This design comes from an exercise in tuning for small area, a short achievable clock period and few clock cycles per item on the open sky130 flow, not from production work. In this exercise RTL edits were held to simulation tests only and were not proved equivalent to the original. No activity file was given, so power comes from the tool's default toggle rates.

==> module burst_interval_monitor, before the edit <==
module burst_interval_monitor (
   input  wire logic                             clock,
   input  wire logic                             reset,
   input  wire logic                             req_tvalid,
   output logic                                  req_tready,
   input  wire logic [bim_pkg::REQ_DATA_W-1:0]   req_tdata,
   input  wire logic [bim_pkg::REQ_USER_W-1:0]   req_tuser,
   output logic                                  rsp_tvalid,
   input  wire logic                             rsp_tready,
   output logic [bim_pkg::RSP_DATA_W-1:0]        rsp_tdata,
   output logic [bim_pkg::RSP_USER_W-1:0]        rsp_tuser,
   input  wire logic                             csr_we,
   input  wire logic [bim_pkg::CSR_IDX_W-1:0]    csr_index,
   input  wire logic [bim_pkg::CFG_W-1:0]        csr_wdata
);
   logic [CFG_W-1:0] expected_ff, timeout_ff;
   logic             r_valid, r_op, r_qual;
   logic [TS_W-1:0]  r_ts;
   assign r_valid = req_tvalid;
   assign r_op    = req_tuser[0];
   assign r_qual  = req_tuser[1] && (req_tdata[FC_W-1:FC_W-4] == SUBTYPE_ACTION);
   assign r_ts    = req_tdata[FC_W+TS_W-1:FC_W];
   logic             active_ff, has_prev_ff;
   logic [TS_W-1:0]  last_ff, prev_last_ff;
   logic [3:0]       n_ff;
   logic [IVL_W-1:0] ring [RING_DEPTH];
   logic [SUM_W-1:0] sum_ff;        
   logic             load_pend;     
   logic             new_sp, new_ep, new_k1;
   logic             old_sp, old_ep, old_k1;
   logic [3:0]       old_cnt;
   logic             div_load, div_busy, div_done, div_consume;
   logic [IVL_W-1:0] div_q;
   logic [OFS_W-1:0] div_inst;
   logic             old_busy, stall, go;
   logic             new_sp_t, new_ep_t, old_sp_t, old_ep_t;
   logic [TS_W-1:0]  elapsed;
   logic             hit, is_end, is_start, push;
   logic [IVL_W-1:0] ivl;
   assign old_busy   = old_sp | old_ep;
   assign stall      = r_valid & !r_op & r_qual & !active_ff & (old_sp_t | old_ep_t | load_pend);
   assign req_tready = !stall;
   assign go         = r_valid & !stall;
   logic             borrow;
   assign {borrow, elapsed} = {1'b0, r_ts} - {1'b0, last_ff};
   assign ivl     = (|elapsed[TS_W-1:IVL_W]) ? '1 : elapsed[IVL_W-1:0];
   logic [TS_W+1:0]  w;
   logic             c1;
   assign c1  = !borrow;
   assign w   = {2'b00, r_ts} + {2'b00, ~last_ff} +
                {2'b00, {(TS_W - CFG_W){1'b1}}, ~timeout_ff} + (TS_W+2)'(2);
   assign hit = c1 ? w[TS_W+1] : (w[TS_W+1] | w[TS_W]);
   assign is_end   = go & r_op & active_ff & hit;
   assign is_start = go & !r_op & r_qual & !active_ff;
   assign push     = is_start & has_prev_ff;
   logic             h_old, h_sp, h_k1, h_ivl, take;
   logic [IVL_W-1:0] h_interval;
   assign h_old = old_busy;
   assign h_sp  = h_old ? old_sp : new_sp;
   assign h_k1  = h_old ? old_k1 : new_k1;
   assign h_ivl = h_sp & h_k1;
   assign rsp_tvalid  = h_sp ? (!h_k1 | div_done) : (h_old ? old_ep : new_ep);
   assign take        = rsp_tvalid & rsp_tready;
   assign div_consume = take & h_ivl;
   assign h_interval = h_ivl ? (h_old ? ring[1] : ring[0]) : '0;
   assign rsp_tuser = h_sp ? {1'b0, h_k1} : 2'd2;
   assign rsp_tdata = {2'b00,
                       h_old ? old_cnt : n_ff,
                       h_ivl ? OFS_W'({1'b0, div_q} - {1'b0, expected_ff}) : '0,
                       h_ivl ? div_inst : '0,
                       h_interval,
                       h_old ? prev_last_ff : last_ff};
   assign old_sp_t = old_sp & !(take & h_old & old_sp);
   assign old_ep_t = old_ep & !(take & h_old & !old_sp);
   assign new_sp_t = new_sp & !(take & !h_old & new_sp);
   assign new_ep_t = new_ep & !(take & !h_old & !new_sp);
   always_ff @(posedge clock) begin
      if (reset) begin
         expected_ff <= EXPECTED_INTERVAL_RESET;
         timeout_ff  <= BURST_TIMEOUT_RESET;
      end else if (csr_we) begin
         if (csr_index == CSR_EXPECTED_INTERVAL) expected_ff <= csr_wdata;
         else                                    timeout_ff  <= csr_wdata;
      end
   end
   always_ff @(posedge clock) begin
      if (reset) begin
         active_ff   <= 1'b0;
         has_prev_ff <= 1'b0;
         last_ff     <= '0;
         n_ff        <= '0;
         load_pend   <= 1'b0;
         new_sp      <= 1'b0;
         new_ep      <= 1'b0;
         new_k1      <= 1'b0;
         old_sp      <= 1'b0;
         old_ep      <= 1'b0;
         old_k1      <= 1'b0;
      end else begin
         if (div_load) load_pend <= 1'b0;
         if (push)     load_pend <= 1'b1;
         old_sp <= old_sp_t;
         old_ep <= old_ep_t;
         new_sp <= new_sp_t;
         new_ep <= new_ep_t;
         if (is_end) begin
            active_ff <= 1'b0;
            new_ep    <= 1'b1;
         end
         if (is_start) begin
            active_ff   <= 1'b1;
            has_prev_ff <= 1'b1;
            last_ff     <= r_ts;
            old_sp      <= new_sp_t;
            old_ep      <= new_ep_t;
            old_k1      <= new_k1;
            new_sp      <= 1'b1;
            new_ep      <= 1'b0;
            new_k1      <= has_prev_ff;
         end
         if (push) begin
            n_ff <= (n_ff == 4'(RING_DEPTH)) ? n_ff : n_ff + 1'b1;
         end
      end
   end
   always_ff @(posedge clock) begin
      if (is_start) begin
         prev_last_ff <= last_ff;
         old_cnt      <= n_ff;
      end
   end
   always_ff @(posedge clock) begin
      if (push) begin
         ring[0] <= ivl;
         for (int i = 1; i < RING_DEPTH; i++) ring[i] <= ring[i-1];
      end
   end
   logic [SUM_W-1:0] sum;
   assign sum      = sum_ff + {{(SUM_W - IVL_W){1'b0}}, ring[0]};
   assign div_load = load_pend & !div_busy & (!div_done | div_consume);
   always_ff @(posedge clock) begin
      if (reset) begin
         sum_ff <= '0;
      end else if (div_load) begin
         sum_ff <= sum;
      end else if (push && n_ff == 4'(RING_DEPTH)) begin
         sum_ff <= sum_ff - {{(SUM_W - IVL_W){1'b0}}, ring[RING_DEPTH-1]};
      end
   end
   bim_div u_div (
      .clock    (clock),
      .reset    (reset),
      .load     (div_load),
      .consume  (div_consume),
      .dividend (sum),
      .divisor  (n_ff),
      .inst_in  ({1'b0, ring[0]} - {1'b0, expected_ff}),
      .busy     (div_busy),
      .done     (div_done),
      .quotient (div_q),
      .inst     (div_inst)
   );
endmodule
clock: 6.0 ns
lec_check: 0
abc_area: 1
cap_margin: 5
core_margin: 2
core_utilization: 55
gpl_routability_driven: 0
setup_slack_margin: 0.3
slew_margin: 5
run.sh (not shown) runs the stock make flow with config.mk's settings and CLKGATE_MAP_FILE= SYNTH_SCRIPT=/design/flow/synth_recipe.tcl, a recipe that flattens the netlist after the stock synthesis.
Testbench counts at the start, summed over its fixed seeds: cycles 2,536, items 2,424.
Rerun with:
--- a/flow/design.v
+++ b/flow/design.v
@@ -234,5 +234,4 @@
          active_ff   <= 1'b0;
          has_prev_ff <= 1'b0;
-         last_ff     <= '0;
          n_ff        <= '0;
          load_pend   <= 1'b0;
Effect: Flip-flop and latch count is unchanged; global-route usage came out lower by 1.3 points; final area stays flat; area after synthesis drops by 0.86%; power came out higher by 2.7%.
Testbench counts after the change, summed over its fixed seeds: cycles 2,536, items 2,424.

==> what the ideal ports hide <==
No port has a modelled driver above. Below, the same layouts with a new extraction and two added sets of constraints.
Step 1 sets driving cells, clkbuf_16 on the clock port and buf_2 on the other inputs (assumed; they add their load-dependent delay and slew).
Step 2, shift: input delay + t, output delay - t, t = (earliest + latest rising clock arrival at the registers) / 2. This alone moves slack from input paths to output paths.
a / b / c = ideal ports / drivers / drivers and shift; a / b = the first two.
| run | t, ns | setup WS [ns] | hold WS [ns] |
|---|---|---|---|
| the first run | 0.678 | 0.446 / 0.379 / 0.055 | 0.415 / 0.415 / 0.415 |
| the second run | 0.694 | 0.117 / 0.051 / 0.182 | 0.387 / 0.387 / 0.387 |
After both steps every run listed still meets setup and hold. The setup slack of the first run, which loses most, moves by -0.067 ns with the drivers and by -0.391 ns with both steps.
